This is an optimization exercise on Yosys and OpenROAD, whose aim is small area, a short achievable clock period and few clock cycles per item, not a production implementation.
Where RTL was checked, it was by simulation tests only, not by an equivalence proof against the original.
Power and IR drop assume default switching activity.

==> wip/raven: inputs <==
==> flow/design.v <==
module note_priority_list (
	input  logic       clk,
	input  logic       arst_n,
	input  logic       in_valid,
	output logic       in_ready,
	input  logic       in_op,
	input  logic [6:0] in_pitch,
	input  logic [6:0] in_velocity,
	output logic       out_valid,
	input  logic       out_ready,
	output logic       out_new_valid,
	output logic [6:0] out_new_pitch,
	output logic [6:0] out_new_velocity,
	output logic       out_old_valid,
	output logic [6:0] out_old_pitch,
	output logic       out_dropped,
	input  logic       cfg_valid,
	output logic       cfg_ready,
	input  logic       cfg_index,
	input  logic [4:0] cfg_data
);
	localparam int N = 16;
	logic [1:0] mode_q;
	logic [4:0] mv_q;
	always_ff @(posedge clk or negedge arst_n) begin
		if (!arst_n) begin
			mode_q <= 2'd0;
			mv_q   <= 5'd0;
		end else if (cfg_valid) begin
			if (cfg_index == 1'b0)
				mode_q <= cfg_data[1:0];
			else
				mv_q   <= cfg_data;
		end
	end
	assign cfg_ready = 1'b1;
	logic [N-1:0] valid_q;
	logic [6:0]   pitch_q [0:N-1];
	logic [6:0]   vel_q   [0:N-1];
	logic       s_valid, s_op, p_valid, p_op, a_valid, a_op;
	logic [6:0] s_p, s_v, p_p, p_v, a_p, a_v;
	logic [N-1:0] c_q, e_q;
	logic [1:0]  cnt_q;
	logic [23:0] f0_q, f1_q;
	logic go, complete, multi, a_free, ld_a, p_free, acc, push, pop;
	logic [N-1:0] pc, pe, cand, pre_c, ins, pre_e;
	logic         xc, xe;
	logic [N-1:0] valid_d, c_d, e_d, c_src, e_src;
	logic         c_new, e_new;
	logic [6:0]   pitch_d [0:N-1];
	logic [6:0]   vel_d   [0:N-1];
	function automatic logic outranks(input logic [1:0] m, input logic [6:0] np,
		input logic [6:0] op);
		case (m)
			2'd0:    outranks = 1'b1;
			2'd1:    outranks = np > op;
			2'd2:    outranks = np < op;
			default: outranks = 1'b0;
		endcase
	endfunction
	always_comb begin
		for (int i = 0; i < N; i++) begin
			pc[i] = !valid_q[i] || outranks(mode_q, p_p, pitch_q[i]);
			pe[i] = valid_q[i] && (pitch_q[i] == p_p);
		end
		xc = outranks(mode_q, p_p, a_p);
		xe = (p_p == a_p);
	end
	always_comb begin
		cand = {1'b1, c_q[N-2:0]};
		pre_c[0] = 1'b0;
		for (int i = 1; i < N; i++)
			pre_c[i] = pre_c[i-1] | cand[i-1];
		for (int i = 0; i < N; i++)
			ins[i] = cand[i] && !pre_c[i];
		pre_e[0] = e_q[0];
		for (int i = 1; i < N; i++)
			pre_e[i] = pre_e[i-1] | e_q[i];
		multi = 1'b0;
		for (int i = 1; i < N; i++)
			multi = multi | (e_q[i] & pre_e[i-1]);
	end
	assign go       = a_valid && (cnt_q != 2'd2);
	assign complete = go && !(a_op && multi);
	assign a_free   = !a_valid || complete;
	assign ld_a     = a_free && p_valid;
	assign p_free   = !p_valid || a_free;
	assign in_ready = !s_valid;
	assign acc      = in_valid && !s_valid;
	always_comb begin
		c_src = a_free ? pc : c_q;
		e_src = a_free ? pe : e_q;
		c_new = xc;
		e_new = xe;
		for (int i = 0; i < N; i++) begin
			valid_d[i] = valid_q[i];
			pitch_d[i] = pitch_q[i];
			vel_d[i]   = vel_q[i];
			c_d[i]     = c_src[i];
			e_d[i]     = e_src[i];
			if (go) begin
				if (a_op == 1'b0) begin
					if (i > 0 && pre_c[i]) begin
						valid_d[i] = valid_q[i-1];
						pitch_d[i] = pitch_q[i-1];
						vel_d[i]   = vel_q[i-1];
						c_d[i]     = c_src[i-1];
						e_d[i]     = e_src[i-1];
					end else if (ins[i]) begin
						valid_d[i] = 1'b1;
						pitch_d[i] = a_p;
						vel_d[i]   = a_v;
						c_d[i]     = c_new;
						e_d[i]     = e_new;
					end
				end else if (pre_e[i]) begin
					if (i < N - 1) begin
						valid_d[i] = valid_q[i+1];
						pitch_d[i] = pitch_q[i+1];
						vel_d[i]   = vel_q[i+1];
						c_d[i]     = c_src[i+1];
						e_d[i]     = e_src[i+1];
					end else begin
						valid_d[i] = 1'b0;
						c_d[i]     = 1'b1;
						e_d[i]     = 1'b0;
					end
				end
			end
		end
	end
	always_ff @(posedge clk or negedge arst_n) begin
		if (!arst_n)
			valid_q <= '0;
		else
			valid_q <= valid_d;
	end
	always_ff @(posedge clk) begin
		for (int i = 0; i < N; i++) begin
			pitch_q[i] <= pitch_d[i];
			vel_q[i]   <= vel_d[i];
		end
		if (ld_a || (go && !complete)) begin
			c_q <= c_d;
			e_q <= e_d;
		end
	end
	logic [23:0] res;
	logic [N-1:0] m_lt;            
	logic [N-1:0] sel_x, sel_y;    
	logic        lim_on, early, rem_lt, sounded, v_ok;
	logic        x_valid, y_valid, cand_y;
	logic [6:0]  x_p, x_v, y_p, y_v;
	always_comb begin
		v_ok = (mv_q != 5'd0) && (mv_q <= 5'd16);
		for (int i = 0; i < N; i++) begin
			m_lt[i]  = (5'(i) < mv_q);
			sel_x[i] = (5'(i + 1) == mv_q);
			sel_y[i] = (5'(i) == mv_q);
		end
		x_valid = 1'b0; x_p = '0; x_v = '0;
		y_valid = 1'b0; y_p = '0; y_v = '0;
		cand_y  = 1'b0;
		lim_on  = (mv_q == 5'd1);
		for (int i = 0; i < N; i++) begin
			x_valid = x_valid | (sel_x[i] & valid_q[i]);
			x_p     = x_p | ({7{sel_x[i]}} & pitch_q[i]);
			x_v     = x_v | ({7{sel_x[i]}} & vel_q[i]);
			y_valid = y_valid | (sel_y[i] & valid_q[i]);
			y_p     = y_p | ({7{sel_y[i]}} & pitch_q[i]);
			y_v     = y_v | ({7{sel_y[i]}} & vel_q[i]);
			cand_y  = cand_y | (sel_y[i] & cand[i]);
			if (i < N - 1)
				lim_on = lim_on | (sel_x[i+1] & valid_q[i]);
		end
		early   = |(m_lt & cand);
		rem_lt  = |(m_lt & e_q);
		sounded = early | rem_lt;
		res = '0;
		if (a_op == 1'b0) begin
			res[0] = valid_q[N-1];
			if (!(lim_on && !sounded)) begin
				res[23]    = 1'b1;
				res[22:16] = a_p;
				res[15:9]  = a_v;
				if (lim_on && x_valid && (mv_q != 5'd16)) begin
					res[8]   = 1'b1;
					res[7:1] = early ? x_p : (cand_y ? a_p : y_p);
				end
			end
		end else if (v_ok) begin
			if (rem_lt) begin
				res[23]    = y_valid;
				res[22:16] = y_valid ? y_p : 7'd0;
				res[15:9]  = y_valid ? y_v : 7'd0;
			end else begin
				res[23]    = x_valid;
				res[22:16] = x_valid ? x_p : 7'd0;
				res[15:9]  = x_valid ? x_v : 7'd0;
			end
		end
	end
	always_ff @(posedge clk or negedge arst_n) begin
		if (!arst_n) begin
			s_valid <= 1'b0;
			p_valid <= 1'b0;
			a_valid <= 1'b0;
		end else begin
			if (a_free)
				a_valid <= p_valid;
			if (p_free)
				p_valid <= s_valid || acc;
			if (p_free)
				s_valid <= 1'b0;
			else if (acc)
				s_valid <= 1'b1;
		end
	end
	always_ff @(posedge clk) begin
		if (ld_a) begin
			a_op <= p_op;
			a_p  <= p_p;
			a_v  <= p_v;
		end
		if (p_free) begin
			if (s_valid) begin
				p_op <= s_op;
				p_p  <= s_p;
				p_v  <= s_v;
			end else begin
				p_op <= in_op;
				p_p  <= in_pitch;
				p_v  <= in_velocity;
			end
		end
		if (!s_valid) begin
			s_op <= in_op;
			s_p  <= in_pitch;
			s_v  <= in_velocity;
		end
	end
	assign push      = complete;
	assign out_valid = (cnt_q != 2'd0);
	assign pop       = out_valid && out_ready;
	always_ff @(posedge clk or negedge arst_n) begin
		if (!arst_n)
			cnt_q <= 2'd0;
		else
			cnt_q <= cnt_q + {1'b0, push} - {1'b0, pop};
	end
	always_ff @(posedge clk) begin
		if (push && (cnt_q == 2'd0 || (cnt_q == 2'd1 && pop)))
			f0_q <= res;
		else if (pop)
			f0_q <= f1_q;
		if (push && cnt_q == 2'd1 && !pop)
			f1_q <= res;
	end
	assign {out_new_valid, out_new_pitch, out_new_velocity, out_old_valid, out_old_pitch,
		out_dropped} = f0_q;
endmodule
==> flow/run.sh <==
#!/bin/bash
# synth_recipe.tcl (not shown) runs the flow's synth.tcl, then flattens the netlist and writes it again
# the make line also repeats each setting of config.mk as NAME=value (left out here)
make -C /OpenROAD-flow-scripts/flow DESIGN_CONFIG=/design/flow/config.mk WORK_HOME=/design/flow/orfs CLKGATE_MAP_FILE= SYNTH_SCRIPT=/design/flow/synth_recipe.tcl finish
==> flow/config.mk <==
export PLATFORM = sky130hd
export DESIGN_NAME = note_priority_list
export DESIGN_NICKNAME = note_priority_list
export VERILOG_FILES = /design/flow/design.v
export SDC_FILE = /design/flow/constraint.sdc
export NUM_CORES = 4
export LEC_CHECK = 0
export CAP_MARGIN = 20
export CORE_MARGIN = 2
export CORE_UTILIZATION = 40
export PLACE_DENSITY = 0.6
export SLEW_MARGIN = 20
==> flow/constraint.sdc <==
create_clock -name core_clock -period 5.0 [get_ports {clk}]
set_input_delay 1.0000 -clock core_clock [delete_from_list [all_inputs] [get_ports {clk}]]
set_output_delay 1.0000 -clock core_clock [all_outputs]
set_load 0.01 [all_outputs]
==> wip/ember: changes against wip/raven <==
--- a/flow/design.v
+++ b/flow/design.v
@@ -21,15 +21,24 @@
 );
 	localparam int N = 16;
-	logic [1:0] mode_q;
-	logic [4:0] mv_q;
+	logic [1:0]  mode_q;
+	logic [16:0] v_is;
+	logic        v_big;
+	logic [15:0] v_gt;
 	always_ff @(posedge clk or negedge arst_n) begin
 		if (!arst_n) begin
 			mode_q <= 2'd0;
-			mv_q   <= 5'd0;
+			v_is   <= 17'd1;
+			v_big  <= 1'b0;
+			v_gt   <= 16'd0;
 		end else if (cfg_valid) begin
-			if (cfg_index == 1'b0)
+			if (cfg_index == 1'b0) begin
 				mode_q <= cfg_data[1:0];
-			else
-				mv_q   <= cfg_data;
+			end else begin
+				for (int k = 0; k <= 16; k++)
+					v_is[k] <= (cfg_data == 5'(k));
+				v_big <= (cfg_data > 5'd16);
+				for (int i = 0; i < 16; i++)
+					v_gt[i] <= (5'(i) < cfg_data);
+			end
 		end
 	end
@@ -43,10 +52,10 @@
 	logic [1:0]  cnt_q;
 	logic [23:0] f0_q, f1_q;
-	logic go, complete, multi, a_free, ld_a, p_free, acc, push, pop;
+	logic [2:0] pn, an;
+	logic go, go_q, hold_q, complete, multi_d, p1, p2, p3, a3, a_free, ld_a, p_free, acc, push, pop;
 	logic [N-1:0] pc, pe, cand, pre_c, ins, pre_e;
 	logic         xc, xe;
-	logic [N-1:0] valid_d, c_d, e_d, c_src, e_src;
-	logic         c_new, e_new;
-	logic [6:0]   pitch_d [0:N-1];
+	logic [N-1:0] valid_d, c_d, e_d, e_src;
+		logic [6:0]   pitch_d [0:N-1];
 	logic [6:0]   vel_d   [0:N-1];
 	function automatic logic outranks(input logic [1:0] m, input logic [6:0] np,
@@ -59,4 +68,25 @@
 		endcase
 	endfunction
+	function automatic logic [N-1:0] prefix_or(input logic [N-1:0] v);
+		logic [N-1:0] r;
+		r = v;
+		for (int d = 1; d < N; d = d * 2)
+			r = r | (r << d);
+		prefix_or = r;
+	endfunction
+	function automatic logic [2:0] count3(input logic [N-1:0] v);
+		logic [3*N-1:0] c;
+		logic [2:0] x, y;
+		for (int i = 0; i < N; i++)
+			c[3*i +: 3] = {2'b00, v[i]};
+		for (int d = 1; d < N; d = d * 2)
+			for (int i = 0; i < N; i = i + 2 * d) begin
+				x = c[3*i +: 3];
+				y = c[3*(i+d) +: 3];
+				c[3*i +: 3] = {x[2] | y[2] | (x[1] & y[0]) | (x[0] & y[1]),
+					x[1] | y[1] | (x[0] & y[0]), x[0] | y[0]};
+			end
+		count3 = c[2:0];
+	endfunction
 	always_comb begin
 		for (int i = 0; i < N; i++) begin
@@ -69,18 +99,33 @@
 	always_comb begin
 		cand = {1'b1, c_q[N-2:0]};
-		pre_c[0] = 1'b0;
-		for (int i = 1; i < N; i++)
-			pre_c[i] = pre_c[i-1] | cand[i-1];
+		pre_c = prefix_or(cand) << 1;
 		for (int i = 0; i < N; i++)
 			ins[i] = cand[i] && !pre_c[i];
-		pre_e[0] = e_q[0];
-		for (int i = 1; i < N; i++)
-			pre_e[i] = pre_e[i-1] | e_q[i];
-		multi = 1'b0;
-		for (int i = 1; i < N; i++)
-			multi = multi | (e_q[i] & pre_e[i-1]);
-	end
-	assign go       = a_valid && (cnt_q != 2'd2);
-	assign complete = go && !(a_op && multi);
+		pre_e = prefix_or(e_q);
+	end
+	always_comb begin
+		pn = count3(pe);
+		an = count3(e_q);
+		p1 = pn[0];
+		p2 = pn[1];
+		p3 = pn[2];
+		a3 = an[2];
+		if (!a_valid)
+			multi_d = p2;
+		else if (a_op == 1'b1)
+			multi_d = xe ? 1'b0 : p2;
+		else if (valid_q[N-1] && pe[N-1])
+			multi_d = xe ? p2 : p3;
+		else
+			multi_d = xe ? p1 : p2;
+	end
+	always_ff @(posedge clk) begin
+		if (ld_a)
+			hold_q <= p_op && multi_d;
+		else if (go && !complete)
+			hold_q <= a3;
+	end
+	assign go       = go_q;
+	assign complete = go_q && !hold_q;
 	assign a_free   = !a_valid || complete;
 	assign ld_a     = a_free && p_valid;
@@ -88,45 +133,33 @@
 	assign in_ready = !s_valid;
 	assign acc      = in_valid && !s_valid;
-	always_comb begin
-		c_src = a_free ? pc : c_q;
+	logic [N-1:0] s_dn, s_in, s_up, s_hd;
+	logic [N-1:0] vec_en;
+	logic [N:0]   valid_x, c_x;
+	logic [N-1:0] c_nx, e_nx;
+	always_comb begin
 		e_src = a_free ? pe : e_q;
-		c_new = xc;
-		e_new = xe;
-		for (int i = 0; i < N; i++) begin
-			valid_d[i] = valid_q[i];
-			pitch_d[i] = pitch_q[i];
-			vel_d[i]   = vel_q[i];
-			c_d[i]     = c_src[i];
-			e_d[i]     = e_src[i];
-			if (go) begin
-				if (a_op == 1'b0) begin
-					if (i > 0 && pre_c[i]) begin
-						valid_d[i] = valid_q[i-1];
-						pitch_d[i] = pitch_q[i-1];
-						vel_d[i]   = vel_q[i-1];
-						c_d[i]     = c_src[i-1];
-						e_d[i]     = e_src[i-1];
-					end else if (ins[i]) begin
-						valid_d[i] = 1'b1;
-						pitch_d[i] = a_p;
-						vel_d[i]   = a_v;
-						c_d[i]     = c_new;
-						e_d[i]     = e_new;
-					end
-				end else if (pre_e[i]) begin
-					if (i < N - 1) begin
-						valid_d[i] = valid_q[i+1];
-						pitch_d[i] = pitch_q[i+1];
-						vel_d[i]   = vel_q[i+1];
-						c_d[i]     = c_src[i+1];
-						e_d[i]     = e_src[i+1];
-					end else begin
-						valid_d[i] = 1'b0;
-						c_d[i]     = 1'b1;
-						e_d[i]     = 1'b0;
-					end
-				end
-			end
-		end
+		for (int i = 0; i < N; i++) begin
+			s_dn[i] = go && !a_op && (i > 0) && pre_c[i];
+			s_in[i] = go && !a_op && ins[i];
+			s_up[i] = go && a_op && pre_e[i];
+			s_hd[i] = !(s_dn[i] || s_in[i] || s_up[i]);
+		end
+		valid_x = {1'b0, valid_q};
+		c_x     = {1'b1, pc};
+		for (int i = 0; i < N; i++) begin
+			valid_d[i] = (s_dn[i] & ((i > 0) ? valid_q[(i + N - 1) % N] : 1'b0)) | s_in[i] |
+				(s_up[i] & valid_x[i+1]) | (s_hd[i] & valid_q[i]);
+			pitch_d[i] = ({7{s_dn[i]}} & pitch_q[(i + N - 1) % N]) | ({7{s_in[i]}} & a_p) |
+				({7{s_up[i]}} & pitch_q[(i + 1) % N]) | ({7{s_hd[i]}} & pitch_q[i]);
+			vel_d[i]   = ({7{s_dn[i]}} & vel_q[(i + N - 1) % N]) | ({7{s_in[i]}} & a_v) |
+				({7{s_up[i]}} & vel_q[(i + 1) % N]) | ({7{s_hd[i]}} & vel_q[i]);
+			c_d[i]     = (s_dn[i] & pc[(i + N - 1) % N]) | (s_in[i] & xc) |
+				(s_up[i] & c_x[i+1]) | (s_hd[i] & pc[i]);
+			e_d[i]     = (s_dn[i] & e_src[(i + N - 1) % N]) | (s_in[i] & xe) |
+				(s_up[i] & (i < N - 1) & e_src[(i + 1) % N]) | (s_hd[i] & e_src[i]);
+		end
+		vec_en = {N{ld_a || (go && !complete)}};
+		c_nx   = ({N{ld_a}} & c_d) | ({N{!ld_a}} & c_q);
+		e_nx   = (vec_en & e_d) | (~vec_en & e_q);
 	end
 	always_ff @(posedge clk or negedge arst_n) begin
@@ -141,8 +174,6 @@
 			vel_q[i]   <= vel_d[i];
 		end
-		if (ld_a || (go && !complete)) begin
-			c_q <= c_d;
-			e_q <= e_d;
-		end
+		c_q <= c_nx;
+		e_q <= e_nx;
 	end
 	logic [23:0] res;
@@ -153,14 +184,14 @@
 	logic [6:0]  x_p, x_v, y_p, y_v;
 	always_comb begin
-		v_ok = (mv_q != 5'd0) && (mv_q <= 5'd16);
-		for (int i = 0; i < N; i++) begin
-			m_lt[i]  = (5'(i) < mv_q);
-			sel_x[i] = (5'(i + 1) == mv_q);
-			sel_y[i] = (5'(i) == mv_q);
+		v_ok = !v_is[0] && !v_big;
+		m_lt = v_gt;
+		for (int i = 0; i < N; i++) begin
+			sel_x[i] = v_is[i+1];
+			sel_y[i] = v_is[i];
 		end
 		x_valid = 1'b0; x_p = '0; x_v = '0;
 		y_valid = 1'b0; y_p = '0; y_v = '0;
 		cand_y  = 1'b0;
-		lim_on  = (mv_q == 5'd1);
+		lim_on  = v_is[1];
 		for (int i = 0; i < N; i++) begin
 			x_valid = x_valid | (sel_x[i] & valid_q[i]);
@@ -172,5 +203,5 @@
 			cand_y  = cand_y | (sel_y[i] & cand[i]);
 			if (i < N - 1)
-				lim_on = lim_on | (sel_x[i+1] & valid_q[i]);
+				lim_on = lim_on | (v_is[i+2] & valid_q[i]);
 		end
 		early   = |(m_lt & cand);
@@ -184,5 +215,5 @@
 				res[22:16] = a_p;
 				res[15:9]  = a_v;
-				if (lim_on && x_valid && (mv_q != 5'd16)) begin
+				if (lim_on && x_valid && !v_is[16]) begin
 					res[8]   = 1'b1;
 					res[7:1] = early ? x_p : (cand_y ? a_p : y_p);
@@ -243,16 +274,24 @@
 	assign out_valid = (cnt_q != 2'd0);
 	assign pop       = out_valid && out_ready;
+	logic [1:0] cnt_d;
+	assign cnt_d = cnt_q + {1'b0, push} - {1'b0, pop};
+	always_ff @(posedge clk or negedge arst_n) begin
+		if (!arst_n)
+			go_q <= 1'b0;
+		else
+			go_q <= (a_free ? p_valid : a_valid) && (cnt_d != 2'd2);
+	end
 	always_ff @(posedge clk or negedge arst_n) begin
 		if (!arst_n)
 			cnt_q <= 2'd0;
 		else
-			cnt_q <= cnt_q + {1'b0, push} - {1'b0, pop};
+			cnt_q <= cnt_d;
 	end
 	always_ff @(posedge clk) begin
-		if (push && (cnt_q == 2'd0 || (cnt_q == 2'd1 && pop)))
+		if (cnt_q == 2'd0 || (cnt_q == 2'd1 && pop))
 			f0_q <= res;
 		else if (pop)
 			f0_q <= f1_q;
-		if (push && cnt_q == 2'd1 && !pop)
+		if (cnt_q == 2'd1 && !pop)
 			f1_q <= res;
 	end
Settings changed: ABC_CLOCK_PERIOD_IN_PS from default to 1000, SETUP_SLACK_MARGIN from default to 2.5.
==> wip/onyx: changes against wip/raven <==
--- a/flow/design.v
+++ b/flow/design.v
@@ -38,35 +38,26 @@
 	logic [6:0]   pitch_q [0:N-1];
 	logic [6:0]   vel_q   [0:N-1];
-	logic       s_valid, s_op, p_valid, p_op, a_valid, a_op;
-	logic [6:0] s_p, s_v, p_p, p_v, a_p, a_v;
-	logic [N-1:0] c_q, e_q;
+	logic       a_valid, a_op, s_valid, s_op;
+	logic [6:0] a_p, a_v, s_p, s_v;
 	logic [1:0]  cnt_q;
 	logic [23:0] f0_q, f1_q;
-	logic go, complete, multi, a_free, ld_a, p_free, acc, push, pop;
-	logic [N-1:0] pc, pe, cand, pre_c, ins, pre_e;
-	logic         xc, xe;
-	logic [N-1:0] valid_d, c_d, e_d, c_src, e_src;
-	logic         c_new, e_new;
+	logic go, complete, multi, a_free, acc, push, pop;
+	logic [N-1:0] eq, cand, pre_c, ins, pre_e;
+	logic [N-1:0] valid_d;
 	logic [6:0]   pitch_d [0:N-1];
 	logic [6:0]   vel_d   [0:N-1];
-	function automatic logic outranks(input logic [1:0] m, input logic [6:0] np,
-		input logic [6:0] op);
-		case (m)
-			2'd0:    outranks = 1'b1;
-			2'd1:    outranks = np > op;
-			2'd2:    outranks = np < op;
-			default: outranks = 1'b0;
-		endcase
-	endfunction
+	assign go = a_valid && (cnt_q != 2'd2);
 	always_comb begin
 		for (int i = 0; i < N; i++) begin
-			pc[i] = !valid_q[i] || outranks(mode_q, p_p, pitch_q[i]);
-			pe[i] = valid_q[i] && (pitch_q[i] == p_p);
-		end
-		xc = outranks(mode_q, p_p, a_p);
-		xe = (p_p == a_p);
-	end
-	always_comb begin
-		cand = {1'b1, c_q[N-2:0]};
+			logic o;
+			eq[i] = valid_q[i] && (pitch_q[i] == a_p);
+			case (mode_q)
+				2'd0:    o = 1'b1;
+				2'd1:    o = a_p > pitch_q[i];
+				2'd2:    o = a_p < pitch_q[i];
+				default: o = 1'b0;
+			endcase
+			cand[i] = (i == N - 1) ? 1'b1 : (!valid_q[i] || o);
+		end
 		pre_c[0] = 1'b0;
 		for (int i = 1; i < N; i++)
@@ -74,29 +65,16 @@
 		for (int i = 0; i < N; i++)
 			ins[i] = cand[i] && !pre_c[i];
-		pre_e[0] = e_q[0];
+		pre_e[0] = eq[0];
 		for (int i = 1; i < N; i++)
-			pre_e[i] = pre_e[i-1] | e_q[i];
+			pre_e[i] = pre_e[i-1] | eq[i];
 		multi = 1'b0;
 		for (int i = 1; i < N; i++)
-			multi = multi | (e_q[i] & pre_e[i-1]);
-	end
-	assign go       = a_valid && (cnt_q != 2'd2);
-	assign complete = go && !(a_op && multi);
-	assign a_free   = !a_valid || complete;
-	assign ld_a     = a_free && p_valid;
-	assign p_free   = !p_valid || a_free;
-	assign in_ready = !s_valid;
-	assign acc      = in_valid && !s_valid;
+			multi = multi | (eq[i] & pre_e[i-1]);
+	end
 	always_comb begin
-		c_src = a_free ? pc : c_q;
-		e_src = a_free ? pe : e_q;
-		c_new = xc;
-		e_new = xe;
 		for (int i = 0; i < N; i++) begin
 			valid_d[i] = valid_q[i];
 			pitch_d[i] = pitch_q[i];
 			vel_d[i]   = vel_q[i];
-			c_d[i]     = c_src[i];
-			e_d[i]     = e_src[i];
 			if (go) begin
 				if (a_op == 1'b0) begin
@@ -105,12 +83,8 @@
 						pitch_d[i] = pitch_q[i-1];
 						vel_d[i]   = vel_q[i-1];
-						c_d[i]     = c_src[i-1];
-						e_d[i]     = e_src[i-1];
 					end else if (ins[i]) begin
 						valid_d[i] = 1'b1;
 						pitch_d[i] = a_p;
 						vel_d[i]   = a_v;
-						c_d[i]     = c_new;
-						e_d[i]     = e_new;
 					end
 				end else if (pre_e[i]) begin
@@ -119,10 +93,6 @@
 						pitch_d[i] = pitch_q[i+1];
 						vel_d[i]   = vel_q[i+1];
-						c_d[i]     = c_src[i+1];
-						e_d[i]     = e_src[i+1];
 					end else begin
 						valid_d[i] = 1'b0;
-						c_d[i]     = 1'b1;
-						e_d[i]     = 1'b0;
 					end
 				end
@@ -140,8 +110,4 @@
 			pitch_q[i] <= pitch_d[i];
 			vel_q[i]   <= vel_d[i];
-		end
-		if (ld_a || (go && !complete)) begin
-			c_q <= c_d;
-			e_q <= e_d;
 		end
 	end
@@ -175,5 +141,5 @@
 		end
 		early   = |(m_lt & cand);
-		rem_lt  = |(m_lt & e_q);
+		rem_lt  = |(m_lt & eq);
 		sounded = early | rem_lt;
 		res = '0;
@@ -201,15 +167,16 @@
 		end
 	end
+	assign complete = go && !(a_op && multi);
+	assign a_free   = !a_valid || complete;
+	assign in_ready = !s_valid;
+	assign acc      = in_valid && !s_valid;
 	always_ff @(posedge clk or negedge arst_n) begin
 		if (!arst_n) begin
+			a_valid <= 1'b0;
 			s_valid <= 1'b0;
-			p_valid <= 1'b0;
-			a_valid <= 1'b0;
 		end else begin
 			if (a_free)
-				a_valid <= p_valid;
-			if (p_free)
-				p_valid <= s_valid || acc;
-			if (p_free)
+				a_valid <= s_valid || acc;
+			if (a_free)
 				s_valid <= 1'b0;
 			else if (acc)
@@ -218,18 +185,13 @@
 	end
 	always_ff @(posedge clk) begin
-		if (ld_a) begin
-			a_op <= p_op;
-			a_p  <= p_p;
-			a_v  <= p_v;
-		end
-		if (p_free) begin
+		if (a_free) begin
 			if (s_valid) begin
-				p_op <= s_op;
-				p_p  <= s_p;
-				p_v  <= s_v;
+				a_op <= s_op;
+				a_p  <= s_p;
+				a_v  <= s_v;
 			end else begin
-				p_op <= in_op;
-				p_p  <= in_pitch;
-				p_v  <= in_velocity;
+				a_op <= in_op;
+				a_p  <= in_pitch;
+				a_v  <= in_velocity;
 			end
 		end
==> comparison <==
Global-route usage: wip/ember is higher than wip/raven (9.0 points).
Against wip/raven, the synthesized area of wip/onyx is lower by about 13%.
Via count: wip/ember > wip/raven > wip/onyx.
In wip/ember the sequential power is lower than in wip/raven, by 11%.
Worst setup slack, lowest first: wip/onyx, wip/raven, wip/ember.
Sequential cell count: wip/onyx < wip/raven < wip/ember.
Cell count: wip/ember is larger than wip/raven (1.1%).
Testbench counts of wip/ember, summed over its fixed seeds: cycles 9,879, events 8,192.
Testbench counts of wip/onyx, summed over its fixed seeds: cycles 9,815, events 8,192.
For wip/raven, only the layout was checked, not whether the RTL still works.

==> separate check: timing with driven ports <==
No port has a modelled driver above. Below, the same layouts with a new extraction and two added sets of constraints. Step 1 sets driving cells, clkbuf_16 on the clock port and buf_2 on the other inputs (assumed; they add their load-dependent delay and slew). Step 2, shift: input delay + t, output delay - t, t = (earliest + latest rising clock arrival at the registers) / 2. This alone moves slack from input paths to output paths. Slacks: no drivers / after step 1 / after step 2; pairs: no drivers / after step 1.
| run | t (ns) | setup slack, ns | worst hold slack (ns) | worst setup path after step 2 | worst register clock-pin slew, ns |
|---|---|---|---|---|---|
| wip/raven | 0.653 | 0.660 / 0.660 / 0.660 | 0.421 / 0.421 / 0.421 | register to register | 0.07 / 0.07 |
| wip/ember | 0.681 | 1.944 / 1.944 / 1.944 | 0.350 / 0.303 / 0.424 | register to register | 0.07 / 0.07 |
| wip/onyx | 0.655 | 0.227 / 0.227 / 0.227 | 0.469 / 0.469 / 0.469 | register to register | 0.07 / 0.07 |
After both steps setup and hold are still met in every run listed.
